Source: an optimization exercise on an open RTL-to-GDS flow (aim: small area). Production flows keep margins and buffers that such runs may drop.
In this exercise RTL edits were held to simulation tests only and were not proved equivalent to the original.
Power and IR drop assume default switching activity.

===== flow/design.v =====
`timescale 1ns / 1ps
package alpb_pkg;
  localparam int CHAN_W   = 8;
  localparam int CHAN_MAX = 255;
  localparam int PHYS_LAYERS = 4;
  localparam int CFG_INDEX_W = 3;
  localparam int CFG_DATA_W  = 24;
  localparam int COUNT_W     = 3;
  localparam logic [CFG_INDEX_W-1:0] REG_NUM_LAYERS   = 3'd0;
  localparam logic [CFG_INDEX_W-1:0] REG_LAYER0_COLOR = 3'd1;
  typedef struct packed {
    logic [CHAN_W-1:0] red;
    logic [CHAN_W-1:0] green;
    logic [CHAN_W-1:0] blue;
  } rgb_t;
  function automatic logic [CHAN_W-1:0] div255(input logic [2*CHAN_W-1:0] p);
    logic [2*CHAN_W:0] t;
    t = {1'b0, p} + {{(CHAN_W+1){1'b0}}, p[2*CHAN_W-1:CHAN_W]} + {{(2*CHAN_W){1'b0}}, 1'b1};
    div255 = t[2*CHAN_W-1:CHAN_W];
  endfunction
endpackage
`timescale 1ns / 1ps
module alpb_lane (
  input  logic [7:0] tint,
  input  logic [7:0] l1,     
  input  logic [9:0] l3,     
  output logic [7:0] hi,
  output logic       cy
);
  logic [3:0] s1, s2, s3;
  for (genvar i = 0; i < 4; i++) begin : g_sel
    assign s1[i] =  tint[2*i] & ~tint[2*i+1];
    assign s2[i] = ~tint[2*i] &  tint[2*i+1];
    assign s3[i] =  tint[2*i] &  tint[2*i+1];
  end
  wire pp0 = (s1[0] & l1[0]) | (s3[0] & l3[0]);
  wire pp1 = (s1[0] & l1[1]) | (s2[0] & l1[0]) | (s3[0] & l3[1]);
  wire pp2 = (s1[0] & l1[2]) | (s2[0] & l1[1]) | (s3[0] & l3[2]);
  wire pp3 = (s1[0] & l1[3]) | (s2[0] & l1[2]) | (s3[0] & l3[3]);
  wire pp4 = (s1[0] & l1[4]) | (s2[0] & l1[3]) | (s3[0] & l3[4]);
  wire pp5 = (s1[0] & l1[5]) | (s2[0] & l1[4]) | (s3[0] & l3[5]);
  wire pp6 = (s1[0] & l1[6]) | (s2[0] & l1[5]) | (s3[0] & l3[6]);
  wire pp7 = (s1[0] & l1[7]) | (s2[0] & l1[6]) | (s3[0] & l3[7]);
  wire pp8 = (s2[0] & l1[7]) | (s3[0] & l3[8]);
  wire pp9 = (s3[0] & l3[9]);
  wire pp10 = (s1[1] & l1[0]) | (s3[1] & l3[0]);
  wire pp11 = (s1[1] & l1[1]) | (s2[1] & l1[0]) | (s3[1] & l3[1]);
  wire pp12 = (s1[1] & l1[2]) | (s2[1] & l1[1]) | (s3[1] & l3[2]);
  wire pp13 = (s1[1] & l1[3]) | (s2[1] & l1[2]) | (s3[1] & l3[3]);
  wire pp14 = (s1[1] & l1[4]) | (s2[1] & l1[3]) | (s3[1] & l3[4]);
  wire pp15 = (s1[1] & l1[5]) | (s2[1] & l1[4]) | (s3[1] & l3[5]);
  wire pp16 = (s1[1] & l1[6]) | (s2[1] & l1[5]) | (s3[1] & l3[6]);
  wire pp17 = (s1[1] & l1[7]) | (s2[1] & l1[6]) | (s3[1] & l3[7]);
  wire pp18 = (s2[1] & l1[7]) | (s3[1] & l3[8]);
  wire pp19 = (s3[1] & l3[9]);
  wire pp20 = (s1[2] & l1[0]) | (s3[2] & l3[0]);
  wire pp21 = (s1[2] & l1[1]) | (s2[2] & l1[0]) | (s3[2] & l3[1]);
  wire pp22 = (s1[2] & l1[2]) | (s2[2] & l1[1]) | (s3[2] & l3[2]);
  wire pp23 = (s1[2] & l1[3]) | (s2[2] & l1[2]) | (s3[2] & l3[3]);
  wire pp24 = (s1[2] & l1[4]) | (s2[2] & l1[3]) | (s3[2] & l3[4]);
  wire pp25 = (s1[2] & l1[5]) | (s2[2] & l1[4]) | (s3[2] & l3[5]);
  wire pp26 = (s1[2] & l1[6]) | (s2[2] & l1[5]) | (s3[2] & l3[6]);
  wire pp27 = (s1[2] & l1[7]) | (s2[2] & l1[6]) | (s3[2] & l3[7]);
  wire pp28 = (s2[2] & l1[7]) | (s3[2] & l3[8]);
  wire pp29 = (s3[2] & l3[9]);
  wire pp30 = (s1[3] & l1[0]) | (s3[3] & l3[0]);
  wire pp31 = (s1[3] & l1[1]) | (s2[3] & l1[0]) | (s3[3] & l3[1]);
  wire pp32 = (s1[3] & l1[2]) | (s2[3] & l1[1]) | (s3[3] & l3[2]);
  wire pp33 = (s1[3] & l1[3]) | (s2[3] & l1[2]) | (s3[3] & l3[3]);
  wire pp34 = (s1[3] & l1[4]) | (s2[3] & l1[3]) | (s3[3] & l3[4]);
  wire pp35 = (s1[3] & l1[5]) | (s2[3] & l1[4]) | (s3[3] & l3[5]);
  wire pp36 = (s1[3] & l1[6]) | (s2[3] & l1[5]) | (s3[3] & l3[6]);
  wire pp37 = (s1[3] & l1[7]) | (s2[3] & l1[6]) | (s3[3] & l3[7]);
  wire pp38 = (s2[3] & l1[7]) | (s3[3] & l3[8]);
  wire pp39 = (s3[3] & l3[9]);
  wire s40 = ~(~pp6 ^ pp14);
  wire c41 = ~(~pp6 | ~pp14);
  wire s42 = ~(~pp7 ^ pp15 ^ pp23);
  wire c43 = ~((~pp7 & ~pp15) | (~pp7 & ~pp23) | (~pp15 & ~pp23));
  wire s44 = ~(~pp8 ^ pp16 ^ pp24);
  wire c45 = ~((~pp8 & ~pp16) | (~pp8 & ~pp24) | (~pp16 & ~pp24));
  wire s46 = ~(~pp9 ^ pp17 ^ pp25);
  wire c47 = ~((~pp9 & ~pp17) | (~pp9 & ~pp25) | (~pp17 & ~pp25));
  wire s48 = ~(~pp18 ^ pp26);
  wire c49 = ~(~pp18 | ~pp26);
  wire s50 = ~(~pp19 ^ pp27);
  wire c51 = ~(~pp19 | ~pp27);
  wire s52 = ~(~pp4 ^ pp12);
  wire c53 = ~(~pp4 | ~pp12);
  wire s54 = ~(~pp5 ^ pp13 ^ pp21);
  wire c55 = ~((~pp5 & ~pp13) | (~pp5 & ~pp21) | (~pp13 & ~pp21));
  wire s56 = ~(~pp22 ^ pp30 ^ s40);
  wire c57 = ~((~pp22 & ~pp30) | (~pp22 & ~s40) | (~pp30 & ~s40));
  wire s58 = ~(~pp31 ^ c41 ^ s42);
  wire c59 = ~((~pp31 & ~c41) | (~pp31 & ~s42) | (~c41 & ~s42));
  wire s60 = ~(~pp32 ^ c43 ^ s44);
  wire c61 = ~((~pp32 & ~c43) | (~pp32 & ~s44) | (~c43 & ~s44));
  wire s62 = ~(~pp33 ^ c45 ^ s46);
  wire c63 = ~((~pp33 & ~c45) | (~pp33 & ~s46) | (~c45 & ~s46));
  wire s64 = ~(~pp34 ^ c47 ^ s48);
  wire c65 = ~((~pp34 & ~c47) | (~pp34 & ~s48) | (~c47 & ~s48));
  wire s66 = ~(~pp35 ^ c49 ^ s50);
  wire c67 = ~((~pp35 & ~c49) | (~pp35 & ~s50) | (~c49 & ~s50));
  wire s68 = ~(~pp28 ^ pp36 ^ c51);
  wire c69 = ~((~pp28 & ~pp36) | (~pp28 & ~c51) | (~pp36 & ~c51));
  wire s70 = ~(~pp29 ^ pp37);
  wire c71 = ~(~pp29 | ~pp37);
  wire s72 = ~(~pp2 ^ pp10);
  wire c73 = ~(~pp2 | ~pp10);
  wire s74 = ~(~pp3 ^ pp11 ^ c73);
  wire c75 = ~((~pp3 & ~pp11) | (~pp3 & ~c73) | (~pp11 & ~c73));
  wire s76 = ~(~pp20 ^ s52 ^ c75);
  wire c77 = ~((~pp20 & ~s52) | (~pp20 & ~c75) | (~s52 & ~c75));
  wire s78 = ~(~c53 ^ s54 ^ c77);
  wire c79 = ~((~c53 & ~s54) | (~c53 & ~c77) | (~s54 & ~c77));
  wire s80 = ~(~c55 ^ s56);
  wire c81 = ~(~c55 | ~s56);
  wire s82 = ~(~c57 ^ s58);
  wire c83 = ~(~c57 | ~s58);
  wire s84 = ~(~c59 ^ s60);
  wire c85 = ~(~c59 | ~s60);
  wire s86 = ~(~c61 ^ s62);
  wire c87 = ~(~c61 | ~s62);
  wire s88 = ~(~c63 ^ s64);
  wire c89 = ~(~c63 | ~s64);
  wire s90 = ~(~c65 ^ s66);
  wire c91 = ~(~c65 | ~s66);
  wire s92 = ~(~c67 ^ s68);
  wire c93 = ~(~c67 | ~s68);
  wire s94 = ~(~c69 ^ s70);
  wire c95 = ~(~c69 | ~s70);
  wire s96 = ~(~pp38 ^ c71);
  wire c97 = ~(~pp38 | ~c71);
  wire g98 = c81 | (s80 & c79);
  wire g99 = c85 | (s84 & c83);
  wire p100 = s84 & s82;
  wire g101 = c89 | (s88 & c87);
  wire p102 = s88 & s86;
  wire g103 = c93 | (s92 & c91);
  wire p104 = s92 & s90;
  wire g105 = c97 | (s96 & c95);
  wire p106 = s96 & s94;
  wire g107 = g99 | (p100 & g98);
  wire g108 = g103 | (p104 & g101);
  wire p109 = p104 & p102;
  wire g110 = g108 | (p109 & g107);
  wire g111 = g101 | (p102 & g107);
  wire g112 = g105 | (p106 & g110);
  wire g113 = c83 | (s82 & g98);
  wire g114 = c87 | (s86 & g107);
  wire g115 = c91 | (s90 & g111);
  wire g116 = c95 | (s94 & g110);
  wire g117 = pp39 & g112;
  wire x118 = s80 ^ c79;
  wire x119 = s82 ^ g98;
  wire x120 = s84 ^ g113;
  wire x121 = s86 ^ g107;
  wire x122 = s88 ^ g114;
  wire x123 = s90 ^ g111;
  wire x124 = s92 ^ g115;
  wire x125 = s94 ^ g110;
  wire x126 = s96 ^ g116;
  wire x127 = pp39 ^ g112;
  wire q128 = x120 & pp0;
  wire q129 = x120 | pp0;
  wire q130 = x121 & pp1;
  wire q131 = x121 | pp1;
  wire q132 = x122 & s72;
  wire q133 = x122 | s72;
  wire q134 = x123 & s74;
  wire q135 = x123 | s74;
  wire q136 = x124 & s76;
  wire q137 = x124 | s76;
  wire q138 = x125 & s78;
  wire q139 = x125 | s78;
  wire q140 = x126 & x118;
  wire q141 = x126 | x118;
  wire q142 = x127 & x119;
  wire q143 = x127 | x119;
  wire q144 = q128 | q129;
  wire g145 = q130 | (q131 & q144);
  wire p146 = q131 & q129;
  wire g147 = q134 | (q135 & q132);
  wire p148 = q135 & q133;
  wire g149 = q138 | (q139 & q136);
  wire p150 = q139 & q137;
  wire g151 = q142 | (q143 & q140);
  wire p152 = q143 & q141;
  wire g153 = g147 | (p148 & g145);
  wire p154 = p148 & p146;
  wire g155 = g151 | (p152 & g149);
  wire p156 = p152 & p150;
  wire g157 = g155 | (p156 & g153);
  wire p158 = p156 & p154;
  wire g159 = g149 | (p150 & g153);
  wire p160 = p150 & p154;
  wire g161 = q132 | (q133 & g145);
  wire p162 = q133 & p146;
  wire g163 = q136 | (q137 & g153);
  wire p164 = q137 & p154;
  wire g165 = q140 | (q141 & g159);
  wire p166 = q141 & p160;
  assign hi = {x127, x126, x125, x124, x123, x122, x121, x120};
  assign cy = g157;
endmodule
module alpb_triple (
  input  logic [7:0] l,
  output logic [9:0] l3
);
  wire s0 = ~(~l[0] ^ l[1]);
  wire c1 = ~(~l[0] | ~l[1]);
  wire s2 = ~(~l[1] ^ l[2] ^ c1);
  wire c3 = ~((~l[1] & ~l[2]) | (~l[1] & ~c1) | (~l[2] & ~c1));
  wire s4 = ~(~l[2] ^ l[3] ^ c3);
  wire c5 = ~((~l[2] & ~l[3]) | (~l[2] & ~c3) | (~l[3] & ~c3));
  wire s6 = ~(~l[3] ^ l[4] ^ c5);
  wire c7 = ~((~l[3] & ~l[4]) | (~l[3] & ~c5) | (~l[4] & ~c5));
  wire s8 = ~(~l[4] ^ l[5] ^ c7);
  wire c9 = ~((~l[4] & ~l[5]) | (~l[4] & ~c7) | (~l[5] & ~c7));
  wire s10 = ~(~l[5] ^ l[6] ^ c9);
  wire c11 = ~((~l[5] & ~l[6]) | (~l[5] & ~c9) | (~l[6] & ~c9));
  wire s12 = ~(~l[6] ^ l[7] ^ c11);
  wire c13 = ~((~l[6] & ~l[7]) | (~l[6] & ~c11) | (~l[7] & ~c11));
  wire s14 = ~(~l[7] ^ c13);
  wire c15 = ~(~l[7] | ~c13);
  assign l3 = {c15, s14, s12, s10, s8, s6, s4, s2, s0, l[0]};
endmodule
`timescale 1ns / 1ps
module alpb_merge (
  input  logic [7:0]  bg,
  input  logic [31:0] hi,
  input  logic [3:0]  cy,
  output logic [7:0]  pix
);
  wire s0 = ~(~bg[0] ^ hi[0] ^ hi[8]);
  wire c1 = ~((~bg[0] & ~hi[0]) | (~bg[0] & ~hi[8]) | (~hi[0] & ~hi[8]));
  wire s2 = ~(~hi[16] ^ hi[24]);
  wire c3 = ~(~hi[16] | ~hi[24]);
  wire s4 = ~(~bg[1] ^ hi[1]);
  wire c5 = ~(~bg[1] | ~hi[1]);
  wire s6 = ~(~cy[0] ^ cy[1] ^ cy[2]);
  wire c7 = ~((~cy[0] & ~cy[1]) | (~cy[0] & ~cy[2]) | (~cy[1] & ~cy[2]));
  wire s8 = ~(~hi[9] ^ hi[17] ^ hi[25]);
  wire c9 = ~((~hi[9] & ~hi[17]) | (~hi[9] & ~hi[25]) | (~hi[17] & ~hi[25]));
  wire s10 = ~(~c1 ^ c3);
  wire c11 = ~(~c1 | ~c3);
  wire s12 = ~(~bg[2] ^ hi[2] ^ hi[10]);
  wire c13 = ~((~bg[2] & ~hi[2]) | (~bg[2] & ~hi[10]) | (~hi[2] & ~hi[10]));
  wire s14 = ~(~hi[18] ^ hi[26] ^ c5);
  wire c15 = ~((~hi[18] & ~hi[26]) | (~hi[18] & ~c5) | (~hi[26] & ~c5));
  wire s16 = ~(~bg[3] ^ hi[3] ^ hi[11]);
  wire c17 = ~((~bg[3] & ~hi[3]) | (~bg[3] & ~hi[11]) | (~hi[3] & ~hi[11]));
  wire s18 = ~(~hi[19] ^ hi[27]);
  wire c19 = ~(~hi[19] | ~hi[27]);
  wire s20 = ~(~bg[4] ^ hi[4] ^ hi[12]);
  wire c21 = ~((~bg[4] & ~hi[4]) | (~bg[4] & ~hi[12]) | (~hi[4] & ~hi[12]));
  wire s22 = ~(~hi[20] ^ hi[28]);
  wire c23 = ~(~hi[20] | ~hi[28]);
  wire s24 = ~(~bg[5] ^ hi[5] ^ hi[13]);
  wire c25 = ~((~bg[5] & ~hi[5]) | (~bg[5] & ~hi[13]) | (~hi[5] & ~hi[13]));
  wire s26 = ~(~hi[21] ^ hi[29]);
  wire c27 = ~(~hi[21] | ~hi[29]);
  wire s28 = ~(~bg[6] ^ hi[6] ^ hi[14]);
  wire c29 = ~((~bg[6] & ~hi[6]) | (~bg[6] & ~hi[14]) | (~hi[6] & ~hi[14]));
  wire s30 = ~(~hi[22] ^ hi[30]);
  wire c31 = ~(~hi[22] | ~hi[30]);
  wire s32 = ~(~bg[7] ^ hi[7] ^ hi[15]);
  wire c33 = ~((~bg[7] & ~hi[7]) | (~bg[7] & ~hi[15]) | (~hi[7] & ~hi[15]));
  wire s34 = ~(~hi[23] ^ hi[31]);
  wire c35 = ~(~hi[23] | ~hi[31]);
  wire s36 = ~(~cy[3] ^ s0);
  wire c37 = ~(~cy[3] | ~s0);
  wire s38 = ~(~s4 ^ c7 ^ s8);
  wire c39 = ~((~s4 & ~c7) | (~s4 & ~s8) | (~c7 & ~s8));
  wire s40 = ~(~c9 ^ c11 ^ s12);
  wire c41 = ~((~c9 & ~c11) | (~c9 & ~s12) | (~c11 & ~s12));
  wire s42 = ~(~c13 ^ c15 ^ s16);
  wire c43 = ~((~c13 & ~c15) | (~c13 & ~s16) | (~c15 & ~s16));
  wire s44 = ~(~c17 ^ c19 ^ s20);
  wire c45 = ~((~c17 & ~c19) | (~c17 & ~s20) | (~c19 & ~s20));
  wire s46 = ~(~c21 ^ c23 ^ s24);
  wire c47 = ~((~c21 & ~c23) | (~c21 & ~s24) | (~c23 & ~s24));
  wire s48 = ~(~c25 ^ c27 ^ s28);
  wire c49 = ~((~c25 & ~c27) | (~c25 & ~s28) | (~c27 & ~s28));
  wire s50 = ~(~c29 ^ c31 ^ s32);
  wire c51 = ~((~c29 & ~c31) | (~c29 & ~s32) | (~c31 & ~s32));
  wire s52 = ~(~s2 ^ s6);
  wire c53 = ~(~s2 | ~s6);
  wire s54 = ~(~s10 ^ c37 ^ s38);
  wire c55 = ~((~s10 & ~c37) | (~s10 & ~s38) | (~c37 & ~s38));
  wire s56 = ~(~s14 ^ c39 ^ s40);
  wire c57 = ~((~s14 & ~c39) | (~s14 & ~s40) | (~c39 & ~s40));
  wire s58 = ~(~s18 ^ c41 ^ s42);
  wire c59 = ~((~s18 & ~c41) | (~s18 & ~s42) | (~c41 & ~s42));
  wire s60 = ~(~s22 ^ c43 ^ s44);
  wire c61 = ~((~s22 & ~c43) | (~s22 & ~s44) | (~c43 & ~s44));
  wire s62 = ~(~s26 ^ c45 ^ s46);
  wire c63 = ~((~s26 & ~c45) | (~s26 & ~s46) | (~c45 & ~s46));
  wire s64 = ~(~s30 ^ c47 ^ s48);
  wire c65 = ~((~s30 & ~c47) | (~s30 & ~s48) | (~c47 & ~s48));
  wire s66 = ~(~s34 ^ c49 ^ s50);
  wire c67 = ~((~s34 & ~c49) | (~s34 & ~s50) | (~c49 & ~s50));
  wire s68 = ~(~s36 ^ s52);
  wire c69 = ~(~s36 | ~s52);
  wire s70 = ~(~c53 ^ s54);
  wire c71 = ~(~c53 | ~s54);
  wire s72 = ~(~c55 ^ s56);
  wire c73 = ~(~c55 | ~s56);
  wire s74 = ~(~c57 ^ s58);
  wire c75 = ~(~c57 | ~s58);
  wire s76 = ~(~c59 ^ s60);
  wire c77 = ~(~c59 | ~s60);
  wire s78 = ~(~c61 ^ s62);
  wire c79 = ~(~c61 | ~s62);
  wire s80 = ~(~c63 ^ s64);
  wire c81 = ~(~c63 | ~s64);
  wire s82 = ~(~c65 ^ s66);
  wire c83 = ~(~c65 | ~s66);
  wire g84 = c71 | (s70 & c69);
  wire p85 = s70 & s68;
  wire g86 = c75 | (s74 & c73);
  wire p87 = s74 & s72;
  wire g88 = c79 | (s78 & c77);
  wire p89 = s78 & s76;
  wire g90 = c83 | (s82 & c81);
  wire p91 = s82 & s80;
  wire g92 = g86 | (p87 & g84);
  wire p93 = p87 & p85;
  wire g94 = g90 | (p91 & g88);
  wire p95 = p91 & p89;
  wire g96 = g94 | (p95 & g92);
  wire p97 = p95 & p93;
  wire g98 = g88 | (p89 & g92);
  wire p99 = p89 & p93;
  wire g100 = c73 | (s72 & g84);
  wire p101 = s72 & p85;
  wire g102 = c77 | (s76 & g92);
  wire p103 = s76 & p93;
  wire g104 = c81 | (s80 & g98);
  wire p105 = s80 & p99;
  wire x106 = s70 ^ c69;
  wire x107 = s72 ^ g84;
  wire x108 = s74 ^ g100;
  wire x109 = s76 ^ g92;
  wire x110 = s78 ^ g102;
  wire x111 = s80 ^ g98;
  wire x112 = s82 ^ g104;
  wire [7:0] low = {x112, x111, x110, x109, x108, x107, x106, s68};
  wire over = g96 | c33 | c35 | c51 | c67;
  assign pix = over ? 8'hff : low;
endmodule
`timescale 1ns / 1ps
module additive_layer_pixel_blend_unit #(
  parameter int MAX_LAYERS = 4
) (
  input  logic                               clk,
  input  logic                               rst,
  input  logic                               start,
  output logic                               busy,
  input  logic [7:0]                         bg_red,
  input  logic [7:0]                         bg_green,
  input  logic [7:0]                         bg_blue,
  input  logic [7:0]                         layer0_level,
  input  logic [7:0]                         layer1_level,
  input  logic [7:0]                         layer2_level,
  input  logic [7:0]                         layer3_level,
  output logic                               done,
  output logic [7:0]                         out_red,
  output logic [7:0]                         out_green,
  output logic [7:0]                         out_blue,
  input  logic                               cfg_valid,
  output logic                               cfg_ready,
  input  logic [alpb_pkg::CFG_INDEX_W-1:0]   cfg_index,
  input  logic [alpb_pkg::CFG_DATA_W-1:0]    cfg_data
);
  logic [3:0]       en_n;      
  logic [3:0]       tint_ok;   
  logic [23:0]      tint [4];
  logic [3:0][7:0]  lvl;
  logic [23:0]      bg;
  logic             vld;
  logic [3:0][23:0] hi;
  logic [3:0][2:0]  cy;
  logic [3:0][23:0] hi_q;
  logic [3:0][2:0]  cy_q;
  logic [23:0]      bg_q;
  logic             vld_q;
  logic [23:0]      pix;
  assign busy      = 1'b0;
  assign cfg_ready = 1'b1;
  always_ff @(posedge clk) begin
    if (rst) begin
      en_n    <= '0;
      tint_ok <= '0;
    end else if (cfg_valid) begin
      if (cfg_index == 3'd0) begin
        en_n[0] <= cfg_data[2:0] > 3'd0;
        en_n[1] <= cfg_data[2:0] > 3'd1;
        en_n[2] <= cfg_data[2:0] > 3'd2;
        en_n[3] <= cfg_data[2:0] > 3'd3;
      end
      for (int k = 0; k < 4; k++)
        if (cfg_index == 3'(k + 1)) tint_ok[k] <= 1'b1;
    end
  end
  for (genvar k = 0; k < 4; k++) begin : g_tint
    always_ff @(posedge clk) begin
      if (cfg_valid && cfg_index == 3'(k + 1)) tint[k] <= cfg_data;
    end
  end
  logic [3:0][9:0] l3_q;
  logic [3:0][7:0] lvl_raw, lvl_in;
  assign lvl_raw = {layer3_level, layer2_level, layer1_level, layer0_level};
  for (genvar k = 0; k < 4; k++) begin : g_triple
    logic [9:0] l3;
    assign lvl_in[k] = (en_n[k] & tint_ok[k]) ? lvl_raw[k] : 8'd0;
    alpb_triple u_triple (.l(lvl_in[k]), .l3(l3));
    always_ff @(posedge clk) l3_q[k] <= l3;
  end
  always_ff @(posedge clk) begin
    lvl <= lvl_in;
    bg  <= {bg_red, bg_green, bg_blue};
  end
  always_ff @(posedge clk) begin
    if (rst) vld <= 1'b0;
    else     vld <= start;
  end
  for (genvar k = 0; k < 4; k++) begin : g_layer
    logic [9:0] l3;
    assign l3 = l3_q[k];
    for (genvar c = 0; c < 3; c++) begin : g_ch
      alpb_lane u_lane (
        .tint (tint[k][8*c +: 8]),
        .l1   (lvl[k]),
        .l3   (l3),
        .hi   (hi[k][8*c +: 8]),
        .cy   (cy[k][c])
      );
    end
  end
  always_ff @(posedge clk) begin
    hi_q <= hi;
    cy_q <= cy;
    bg_q <= bg;
  end
  always_ff @(posedge clk) begin
    if (rst) vld_q <= 1'b0;
    else     vld_q <= vld;
  end
  for (genvar c = 0; c < 3; c++) begin : g_merge
    alpb_merge u_merge (
      .bg  (bg_q[8*c +: 8]),
      .hi  ({hi_q[3][8*c +: 8], hi_q[2][8*c +: 8], hi_q[1][8*c +: 8], hi_q[0][8*c +: 8]}),
      .cy  ({cy_q[3][c], cy_q[2][c], cy_q[1][c], cy_q[0][c]}),
      .pix (pix[8*c +: 8])
    );
  end
  assign done      = vld_q;
  assign out_red   = pix[23:16];
  assign out_green = pix[15:8];
  assign out_blue  = pix[7:0];
endmodule

===== flow/flow/run.sh =====
#!/bin/bash
# Own layout flow: the standard synthesis; then netlist passes that keep
# every register (cell, name and function) and change only the logic between
# them: faflip.py removes inverters around full adders (a full adder is
# self-dual), Yosys/ABC re-maps the remaining gates for area (full adders,
# half adders and registers are kept as they are), and faflip.py runs again;
# then the standard layout steps, with the port buffers given as buf_1.
# Each tool's output goes to a log file of its own in the work folder.
set -euo pipefail
cd "$(dirname "$0")/.."
R=orfs/results/${FLOW_PLATFORM}/additive_layer_pixel_blend_unit/base
LIB=${FLOW_HOME}/platforms/${FLOW_PLATFORM}/lib/sky130_fd_sc_hd__tt_025C_1v80.lib
YOSYS=${FLOW_HOME}/../tools/install/yosys/bin/yosys
EXTRA=()
if [[ -f flow/extra.mk ]]; then
  while IFS= read -r line; do [[ -n "$line" ]] && EXTRA+=("$line"); done < flow/extra.mk
fi
bash standard.sh "${EXTRA[@]}" synth > synth.log 2>&1
cp $R/1_2_yosys.v synth_netlist.v
python3 flow/faflip.py synth_netlist.v flip1.v > faflip1.log 2>&1
sed -e "s#@LIB@#$LIB#g" -e "s#@IN@#flip1.v#" -e "s#@OUT@#remap.v#" -e "s#@TOP@#${FLOW_TOP}#g" \
    -e "s#@SCRIPT@#flow/remap.abc#" -e "s#@DONTUSE@#$(cat flow/dontuse.txt)#" flow/remap.ys.in > remap.ys
$YOSYS -q -l remap.log remap.ys > remap.out 2>&1
python3 flow/faflip.py remap.v $R/1_2_yosys.v > faflip2.log 2>&1
rm -f $R/1_synth.odb $R/1_synth.sdc
bash standard.sh "${EXTRA[@]}" finish > layout.log 2>&1

===== flow/flow/dontuse.txt =====
-dont_use sky130_fd_sc_hd__lpflow_bleeder_1 -dont_use sky130_fd_sc_hd__lpflow_clkbufkapwr_1 -dont_use sky130_fd_sc_hd__lpflow_clkbufkapwr_16 -dont_use sky130_fd_sc_hd__lpflow_clkbufkapwr_2 -dont_use sky130_fd_sc_hd__lpflow_clkbufkapwr_4 -dont_use sky130_fd_sc_hd__lpflow_clkbufkapwr_8 -dont_use sky130_fd_sc_hd__lpflow_clkinvkapwr_1 -dont_use sky130_fd_sc_hd__lpflow_clkinvkapwr_16 -dont_use sky130_fd_sc_hd__lpflow_clkinvkapwr_2 -dont_use sky130_fd_sc_hd__lpflow_clkinvkapwr_4 -dont_use sky130_fd_sc_hd__lpflow_clkinvkapwr_8 -dont_use sky130_fd_sc_hd__lpflow_decapkapwr_12 -dont_use sky130_fd_sc_hd__lpflow_decapkapwr_3 -dont_use sky130_fd_sc_hd__lpflow_decapkapwr_4 -dont_use sky130_fd_sc_hd__lpflow_decapkapwr_6 -dont_use sky130_fd_sc_hd__lpflow_decapkapwr_8 -dont_use sky130_fd_sc_hd__lpflow_inputiso0n_1 -dont_use sky130_fd_sc_hd__lpflow_inputiso0p_1 -dont_use sky130_fd_sc_hd__lpflow_inputiso1n_1 -dont_use sky130_fd_sc_hd__lpflow_inputiso1p_1 -dont_use sky130_fd_sc_hd__lpflow_inputisolatch_1 -dont_use sky130_fd_sc_hd__lpflow_isobufsrc_1 -dont_use sky130_fd_sc_hd__lpflow_isobufsrc_16 -dont_use sky130_fd_sc_hd__lpflow_isobufsrc_2 -dont_use sky130_fd_sc_hd__lpflow_isobufsrc_4 -dont_use sky130_fd_sc_hd__lpflow_isobufsrc_8 -dont_use sky130_fd_sc_hd__lpflow_isobufsrckapwr_16 -dont_use sky130_fd_sc_hd__lpflow_lsbuf_lh_hl_isowell_tap_1 -dont_use sky130_fd_sc_hd__lpflow_lsbuf_lh_hl_isowell_tap_2 -dont_use sky130_fd_sc_hd__lpflow_lsbuf_lh_hl_isowell_tap_4 -dont_use sky130_fd_sc_hd__lpflow_lsbuf_lh_isowell_4 -dont_use sky130_fd_sc_hd__lpflow_lsbuf_lh_isowell_tap_1 -dont_use sky130_fd_sc_hd__lpflow_lsbuf_lh_isowell_tap_2 -dont_use sky130_fd_sc_hd__lpflow_lsbuf_lh_isowell_tap_4 -dont_use sky130_fd_sc_hd__probe_p_8 -dont_use sky130_fd_sc_hd__probec_p_8 

===== flow/flow/extra.mk =====
BUFFER_PORTS_ARGS=-buffer_cell sky130_fd_sc_hd__buf_1
CTS_ARGS=-sink_clustering_enable -repair_clock_nets -dont_use_dummy_load -sink_clustering_size 30 -sink_clustering_max_diameter 100

===== flow/flow/faflip.py =====
#!/usr/bin/env python3
"""Remove inverters around full adders in a flat sky130hd netlist.

A full adder is self-dual: complementing its three inputs complements both
outputs. For each fa cell this picks whether to use it in true or in
complemented form so that as few signals as possible need an inverter, then
rewires the netlist: inverter cells are dissolved (every load is connected to
the base signal in the polarity it needs) and one inverter is added for each
signal that some load needs complemented. Only combinational wiring changes;
every register keeps its cell, name and function.

usage: faflip.py IN.v OUT.v
"""
import re, sys, random

src = open(sys.argv[1]).read()
cell_re = re.compile(r'^(\s*)(sky130_fd_sc_hd__\w+)\s+(\S+)\s*\((.*?)\);\s*$', re.S | re.M)
pin_re = re.compile(r'\.(\w+)\s*\(\s*(.*?)\s*\)\s*(?:,|$)', re.S)

OUTS = {'X', 'Y', 'Q', 'Q_N', 'SUM', 'COUT', 'HI', 'LO'}

cells = []
for m in cell_re.finditer(src):
    typ, name, body = m.group(2), m.group(3), m.group(4)
    pins = [(p, n.strip()) for p, n in pin_re.findall(body)]
    cells.append(dict(typ=typ, name=name, pins=pins, span=m.span(), indent=m.group(1)))

# port names (bit-level nets of ports are pinned)
ports = set()
for m in re.finditer(r'^\s*(input|output|inout)\s+(\[[^\]]*\]\s*)?([^;]+);', src, re.M):
    for n in m.group(3).split(','):
        ports.add(n.strip())
def is_port(net):
    base = net.split('[')[0].strip()
    return base in ports
has_assign = re.search(r'^\s*assign\s', src, re.M) is not None
assign_nets = set()
for m in re.finditer(r'^\s*assign\s+(.*?)=(.*?);', src, re.M | re.S):
    for part in (m.group(1), m.group(2)):
        for tok in re.findall(r'(\\\S+|[A-Za-z_][\w$]*(?:\s*\[\d+\])?)', part):
            assign_nets.add(tok.strip())

def is_inv(c):
    t = c['typ']
    return re.match(r'sky130_fd_sc_hd__(clk)?inv_\d+$', t) is not None

driver = {}
for i, c in enumerate(cells):
    for p, n in c['pins']:
        if p in OUTS:
            driver[n] = (i, p)

# inverters that may be dissolved: output not a port / assign net
dissolve = set()
for i, c in enumerate(cells):
    if is_inv(c):
        y = dict(c['pins'])['Y']
        if not is_port(y) and y not in assign_nets:
            dissolve.add(i)

def lit(net):
    """(base net, parity) following dissolvable inverters."""
    par = 0
    seen = 0
    while net in driver and driver[net][0] in dissolve and seen < 100:
        c = cells[driver[net][0]]
        net = dict(c['pins'])['A']
        par ^= 1
        seen += 1
    return net, par

fa_idx = [i for i, c in enumerate(cells) if re.match(r'sky130_fd_sc_hd__fa_\d+$', c['typ'])]
fa_pos = {i: k for k, i in enumerate(fa_idx)}
flip = [0] * len(fa_idx)

# consumers: list of (base, parity, fa_k or -1) for every input pin of kept cells
consumers = []   # (cell index, pin, base, parity)
for i, c in enumerate(cells):
    if i in dissolve:
        continue
    for p, n in c['pins']:
        if p in OUTS:
            continue
        b, q = lit(n)
        consumers.append((i, p, b, q))

# physical inversion of a base net: 1 if driven by a flipped fa
def phi(b):
    d = driver.get(b)
    if d is None:
        return 0
    k = fa_pos.get(d[0])
    return flip[k] if k is not None else 0

by_base = {}
for ci, (i, p, b, q) in enumerate(consumers):
    by_base.setdefault(b, []).append(ci)

def need(ci):
    i, p, b, q = consumers[ci]
    k = fa_pos.get(i)
    f = flip[k] if k is not None else 0
    return q ^ f ^ phi(b)

ha_idx = set(i for i, c in enumerate(cells) if re.match(r'sky130_fd_sc_hd__ha_\d+$', c['typ']))
ha_pins = {}
for ci, (i, p, b, q) in enumerate(consumers):
    if i in ha_idx:
        ha_pins.setdefault(i, {})[p] = ci

def ha_both(i):
    d = ha_pins.get(i, {})
    return len(d) == 2 and all(need(ci) for ci in d.values())

def needs_inv(ci):
    if not need(ci):
        return False
    i = consumers[ci][0]
    if i in ha_idx and ha_both(i):
        return False
    return True

def base_cost(b):
    return 1 if any(needs_inv(ci) for ci in by_base.get(b, ())) else 0

# bases touched by an fa: its input bases and its output nets
touch = []
for k, i in enumerate(fa_idx):
    bs = set()
    for p, n in cells[i]['pins']:
        if p in OUTS:
            bs.add(n)
        else:
            bs.add(lit(n)[0])
    touch.append(bs)

# an HA whose input comes from an fa also depends on its other input's base
for k, i in enumerate(fa_idx):
    extra = set()
    for b in list(touch[k]):
        for ci in by_base.get(b, ()):
            j = consumers[ci][0]
            if j in ha_idx:
                for cj in ha_pins.get(j, {}).values():
                    extra.add(consumers[cj][2])
    touch[k] |= extra

def total():
    return sum(base_cost(b) for b in by_base)

start_cost = total()

def descend():
    improved = True
    rounds = 0
    while improved and rounds < 50:
        improved = False
        rounds += 1
        for k in range(len(fa_idx)):
            before = sum(base_cost(b) for b in touch[k])
            flip[k] ^= 1
            after = sum(base_cost(b) for b in touch[k])
            if after < before:
                improved = True
            else:
                flip[k] ^= 1

# connected groups of full adders (joined through nets, inverters dissolved)
parent = list(range(len(fa_idx)))
def find(x):
    while parent[x] != x:
        parent[x] = parent[parent[x]]
        x = parent[x]
    return x
owner = {}
for k, i in enumerate(fa_idx):
    for b in touch[k]:
        if b in owner:
            parent[find(k)] = find(owner[b])
        else:
            owner[b] = k
groups = {}
for k in range(len(fa_idx)):
    groups.setdefault(find(k), []).append(k)
groups = list(groups.values())

def group_moves():
    improved = True
    while improved:
        improved = False
        for g in groups:
            bs = set()
            for k in g:
                bs |= touch[k]
            before = sum(base_cost(b) for b in bs)
            for k in g:
                flip[k] ^= 1
            after = sum(base_cost(b) for b in bs)
            if after < before:
                improved = True
            else:
                for k in g:
                    flip[k] ^= 1

rng = random.Random(1)
best = None
for trial in range(int(sys.argv[3]) if len(sys.argv) > 3 else 12):
    if trial == 0:
        init = [0] * len(fa_idx)
    elif trial == 1:
        init = [1] * len(fa_idx)
    else:
        init = [rng.randint(0, 1) for _ in fa_idx]
    flip[:] = init
    descend()
    group_moves()
    descend()
    # perturb-and-descend (iterated local search)
    cur = total(); cur_flip = list(flip)
    for it in range(30):
        for k in rng.sample(range(len(fa_idx)), max(1, len(fa_idx) // 20)):
            flip[k] ^= 1
        descend()
        c = total()
        if c <= cur:
            cur, cur_flip = c, list(flip)
        else:
            flip[:] = cur_flip
    if best is None or cur < best[0]:
        best = (cur, list(cur_flip))
flip[:] = best[1]
end_cost = total()
sys.stderr.write(f'faflip: {len(groups)} groups, {len(fa_idx)} fa cells, {sum(flip)} flipped, {len(dissolve)} inverters dissolved, '
                 f'{start_cost} -> {end_cost} inverters\n')

# rewrite
newinv = {}
def inv_of(b):
    if b not in newinv:
        k = len(newinv)
        newinv[b] = (f'faflip_inv_{k}', f'faflip_n_{k}')
    return newinv[b][1]

conn = {}   # (cell, pin) -> net
ha_conv = set(i for i in ha_idx if ha_both(i))
for ci, (i, p, b, q) in enumerate(consumers):
    if i in ha_conv:
        conn[(i, p)] = b          # complemented input, see the rewrite below
    else:
        conn[(i, p)] = inv_of(b) if need(ci) else b
sys.stderr.write(f'faflip: {len(ha_conv)} half adders with both inputs complemented rebuilt as xor2 + nor2\n')

def fmt(n):
    return n + ' ' if n.startswith('\\') else n

out = []
pos = 0
for i, c in enumerate(cells):
    s, e = c['span']
    out.append(src[pos:s])
    pos = e
    if i in dissolve:
        continue
    if i in ha_conv:
        pd = dict(c['pins'])
        a, b = conn[(i, 'A')], conn[(i, 'B')]
        ind = c['indent']
        # ~a ^ ~b = a ^ b and nor(~a, ~b) = a & b
        out.append(f'{ind}sky130_fd_sc_hd__xor2_1 {c["name"]}_x (\n{ind}    .A({fmt(a)}),\n{ind}    .B({fmt(b)}),\n{ind}    .X({fmt(pd["SUM"])})\n{ind});\n')
        out.append(f'{ind}sky130_fd_sc_hd__nor2_1 {c["name"]}_c (\n{ind}    .A({fmt(a)}),\n{ind}    .B({fmt(b)}),\n{ind}    .Y({fmt(pd["COUT"])})\n{ind});')
        continue
    pins = []
    for p, n in c['pins']:
        nn = conn.get((i, p), n)
        pins.append(f'{c["indent"]}    .{p}({fmt(nn)})')
    out.append(f'{c["indent"]}{c["typ"]} {c["name"]} (\n' + ',\n'.join(pins) + f'\n{c["indent"]});')
rest = src[pos:]
k = rest.rfind('endmodule')
add = []
for b, (iname, net) in newinv.items():
    add.append(f'  wire {net};\n')
for b, (iname, net) in newinv.items():
    add.append(f'  sky130_fd_sc_hd__inv_1 {iname} (\n    .A({fmt(b)}),\n    .Y({net})\n  );\n')
out.append(rest[:k] + ''.join(add) + rest[k:])
open(sys.argv[2], 'w').write(''.join(out))

===== flow/flow/remap.abc =====
strash
dch -f
amap
amap
topo
stime -c

===== flow/flow/remap.ys.in =====
read_liberty -lib @LIB@
read_liberty -ignore_miss_func @LIB@
read_verilog @IN@
hierarchy -top @TOP@
setattr -mod -set keep_hierarchy 1 sky130_fd_sc_hd__fa_* sky130_fd_sc_hd__ha_* sky130_fd_sc_hd__df* sky130_fd_sc_hd__edf* sky130_fd_sc_hd__sdf* sky130_fd_sc_hd__dl* sky130_fd_sc_hd__conb_1
flatten
opt_clean
select @TOP@
abc -liberty @LIB@ @DONTUSE@ -script @SCRIPT@
opt_clean -purge
select -clear
blackbox sky130_fd_sc_hd__fa_* sky130_fd_sc_hd__ha_* sky130_fd_sc_hd__df* sky130_fd_sc_hd__edf* sky130_fd_sc_hd__sdf* sky130_fd_sc_hd__dl* sky130_fd_sc_hd__conb_1
tee -o remap_stat.txt stat -liberty @LIB@ @TOP@
write_verilog -noattr -noexpr -nohex -nodec -selected @OUT@

===== flow/standard.sh =====
#!/bin/bash
# synth_recipe.tcl (not shown) runs the flow's synth.tcl, then flattens the netlist and writes it again
# the make line also repeats each setting of config.mk as NAME=value (left out here)
make -C /OpenROAD-flow-scripts/flow DESIGN_CONFIG=/design/flow/config.mk WORK_HOME=/design/flow/orfs CLKGATE_MAP_FILE= SYNTH_SCRIPT=/design/flow/synth_recipe.tcl "${@:-finish}"

===== flow/config.mk =====
export PLATFORM = sky130hd
export DESIGN_NAME = additive_layer_pixel_blend_unit
export DESIGN_NICKNAME = additive_layer_pixel_blend_unit
export VERILOG_FILES = /design/flow/design.v
export SDC_FILE = /design/flow/constraint.sdc
export NUM_CORES = 4
export LEC_CHECK = 0
export ABC_AREA = 1
export CAP_MARGIN = 20
export CORE_MARGIN = 2
export CORE_UTILIZATION = 40
export GPL_TIMING_DRIVEN = 0
export SLEW_MARGIN = 20

===== flow/constraint.sdc =====
create_clock -name core_clock -period 5.5 [get_ports {clk}]
set_input_delay 1.1000 -clock core_clock [delete_from_list [all_inputs] [get_ports {clk}]]
set_output_delay 1.1000 -clock core_clock [all_outputs]
set_load 0.01 [all_outputs]

==> results.py <==
metrics = {
    "status": {
        "run_status": "complete, no violations",
    },
    "detailed_routing": {
        "avgRoutedWirePerCell_um": 23.72,
        "drt-total-wl_mm": 84.65,
        "dr_total_vias": 22100,
        "dr_wl_met2_mm": 37.56,
        "wl_met1_mm": 35.08,
        "wl_met3_mm": 8.620,
        "post_drt_via_cell_ratio": 6.193,
        "maxUsedRoutingLayer": "met5",
        "dr.pass1.iters": 17,
        "drc": 0,
        "antenna_left": 0,
        "drtIter0Drc": 4297,
    },
    "floorplanning": {
        "core_mm2": 0.06470,
        "die_h_um": 260.1,
        "die_w_um": 260.1,
        "die-area_mm2": 0.06767,
        "initial_utilization": 0.4056,
        "rows": 93,
        "io_pins": 114,
    },
    "critical_path": {
        "slowest_delay_ns": 0.57,
        "r2r_end": "cy_q[4]",
        "path_class": "reg -> reg",
        "cp-end-kind": "flop",
        "cp-endpoint": "cy_q[4]",
        "rr_startpoint": "lvl[8]",
        "critPathBufInv": 1,
        "path_max_fanout": 16,
        "crit_family": "adder cells",
        "setup.worst_path.start_class": "flop",
        "arrival_ns": 5.76,
        "path_depth": 21,
        "crit_chain": "inv_1 > nor2_1 > ha_1 > fa_1 > fa_1 > fa_2 > fa_1 > a21oi_1 > o22ai_1 > nand3_1 > nand2_1 > nand3_1 > nand2_1 > fa_2 > or2_0 > a32o_1 > a21oi_1 > o21ai_0 > o21ai_0 > o21ai_0 > o21a_1",
        "ff2ff_path_depth": 21,
        "r2r_slack_ns": 0.16,
        "worstSetupStartpoint": "lvl[8]",
        "required_ns": 5.92,
        "cp_slowest_cell": "dfxtp_1",
    },
    "logic_synthesis": {
        "syn-cell-area_mm2": 0.02624,
        "synthCells": 2565,
        "syn_avg_cell_area_um2": 10.23,
        "yosysWarningCount": 3,
        "syn_nets": 3151,
    },
    "clocking": {
        "cts.sinks": 330,
        "clock_path_buffers": 3,
        "cts_tree": "yes",
        "cts_buffers": 20,
        "clk_latency_ns": 0.59,
        "htreeDepth": 1,
        "clk_pin_slew_ns": 0.09,
        "cts_root_buffer": "clkbuf_16",
    },
    "finish": {
        "final_layout_size_suffix_gt1_frac": 0.02691,
        "area_growth_pct": 8.606,
        "nNetsFinal": 3301,
        "fillerInstances": 6169,
        "mostFrequentLayoutCell": "inv_1",
        "layout_common_cells": "438 x inv_1, 344 x a222oi_1, 334 x nor2_1, 325 x fa_1, 226 x dfxtp_1",
        "post-route-util": 0.4405,
        "multiInputGateArea_mm2": 0.01711,
        "ff_latch_area_mm2": 0.007577,
    },
    "global_route": {
        "antenna_found_initial": 8,
        "grt_pass1_vias": 21900,
        "grt-ovfl-total": 0,
        "grt_pass1_wl_mm": 129.0,
        "grt_max_degree": 31,
        "grt.total_usage": 0.2481,
    },
    "placement": {
        "place_congestion": 0.9087,
        "dp_hpwl_mm": 62.45,
        "port_buffers": 111,
    },
    "worst_hold_path": {
        "hold_path.class": "reg -> reg",
    },
    "power_and_ir_drop": {
        "p_sw_frac": 0.2478,
        "powerDensity_mw_per_mm2": 152.8,
        "clkPwrFrac": 0.337,
        "power_switching_uw": 1079,
        "leakage_uw": 0.01282,
        "comb_power_share": 0.069,
        "p_seq_frac": 0.594,
        "ir_worst_vdd_mv": 0.2014,
        "p_int_uw": 3275,
    },
    "sta": {
        "relSlewSlack": 0.2778,
        "fin_skew_ns": 0.07911,
        "tightest_slew_ns": 1.082,
        "finalSetupTns_ns": 0,
        "setup_viol_count_final": 0,
        "finalMaxSlewViolations": 0,
        "min_period_ns": 5.342,
        "timing.fmax_mhz": 187.2,
        "min_period_over_period": 0.9714,
        "hold_viol": 0,
    },
    "run": {
        "cap_violations": 0,
    },
}
==> worst min path at each step <==
stage	endpoint	startpoint	cells after the start	slack, ns
6_report	bg_q[14]	bg[14]	0	0.31
3_3_place_gp	bg_q[7]	bg[7]	0	0.31
3_5_place_dp	bg_q[13]	bg[13]	0	0.31
5_1_grt	bg_q[15]	bg[15]	0	0.31
4_1_cts	bg_q[14]	bg[14]	0	0.31
2_1_floorplan	bg_q[0]	bg[0]	0	0.31
==> power by group through the flow <==
| stage | combinational (uW) | clock [uW] | sequential [uW] |
|---|---|---|---|
| 6_report | 300 | 1470 | 2580 |
| 5_1_grt | 329 | 1570 | 2590 |
| 4_1_cts | 291 | 1510 | 2590 |
| 3_5_place_dp | 289 | 0 | 2640 |
| 3_3_place_gp | 276 | 0 | 2640 |
| 2_1_floorplan | 157 | 0 | 2630 |
==> stage by stage <==
step	cells	hold WS (ns)	worst slack [ns]	instance area, um^2	total power, uW
floorplan	2565	0.3096	0.6562	26240	2782
global placement	3531	0.3102	-0.1446	27730	2917
detailed placement	3539	0.3121	-0.1528	27850	2929
CTS	3561	0.3118	0.0008193	28380	4388
global route	3568	0.3103	-0.02111	28500	4491
finish	3569	0.3129	0.1575	28500	4354
==> layer usage <==
layer / up-vias / global-route usage
met2: 1332 / 0.3859
met4: 4 / 0.09063
met5: - / 0
li1: 9795 / -
met1: 10790 / 0.3460
met3: 184 / 0.04425
==> layout make-up <==
cell class                 count  area share
antenna                        1  0.00008780
clock buffer                  20     0.01756
inverter                     439     0.05795
multi-input combinational   1796      0.6005
sequential                   330      0.2659
tap                          855     0.03754
timing repair buffer         128     0.02050
==> timing repair <==
action                                  in CTS  in global routing
cloned                                       0                  0
gates resized for setup                      8                 29
buffers inserted                             2                  7
pin swaps                                    2                  6
endpoints found under the setup margin      10                 26
hold buffers                                 0                  0
==> worst reg2reg max path, cell delays in order, from the launching register on <==
cell     delay (ns)
dfxtp_1        0.57
inv_1          0.50
nor2_1         0.09
ha_1           0.21
fa_1           0.41
fa_1           0.42
fa_2           0.38
fa_1           0.42
a21oi_1        0.16
o22ai_1        0.12
nand3_1        0.10
nand2_1        0.08
nand3_1        0.09
nand2_1        0.09
fa_2           0.46
or2_0          0.27
a32o_1         0.26
a21oi_1        0.11
o21ai_0        0.09
o21ai_0        0.09
o21ai_0        0.11
o21a_1         0.17
==> flip-flops by register name, summed over array words and instances (netlist names) <==
| signal | count |
|---|---|
| bg | 24 |
| bg_q | 24 |
| cy_q | 12 |
| en_n | 4 |
| hi_q | 96 |
| l3_q | 36 |
| lvl | 32 |
| tint | 96 |
| tint_ok | 4 |
| vld | 1 |
| vld_q | 1 |

[static timing again, ports no longer ideal]
Ports are ideal in the flow. The routed layout listed here was re-timed in OpenROAD.
Step 1 assumes that a clkbuf_16 drives the clock port and a buf_2 every other input.
Step 2 moves the port delays by t, midway between the first and last clock arrival at a register: inputs arrive t later, outputs are due t later. That takes back most of the time a late clock gives input paths.
a / b / c = no drivers / after step 1 / after step 2; a / b = the first two.
shift t [ns]: 0.609
setup WS [ns]: 0.158 / 0.103 / 0.158
clock arrival spread, ns: 0.080 / 0.079
slew at the worst register clock pin (ns): 0.12 / 0.12
worst data-port slew with drivers (ns): 0.04
After both steps this run still meets setup and hold. For this run, drivers alone change the setup slack by -0.055 ns; drivers and shift together by 0.000 ns.
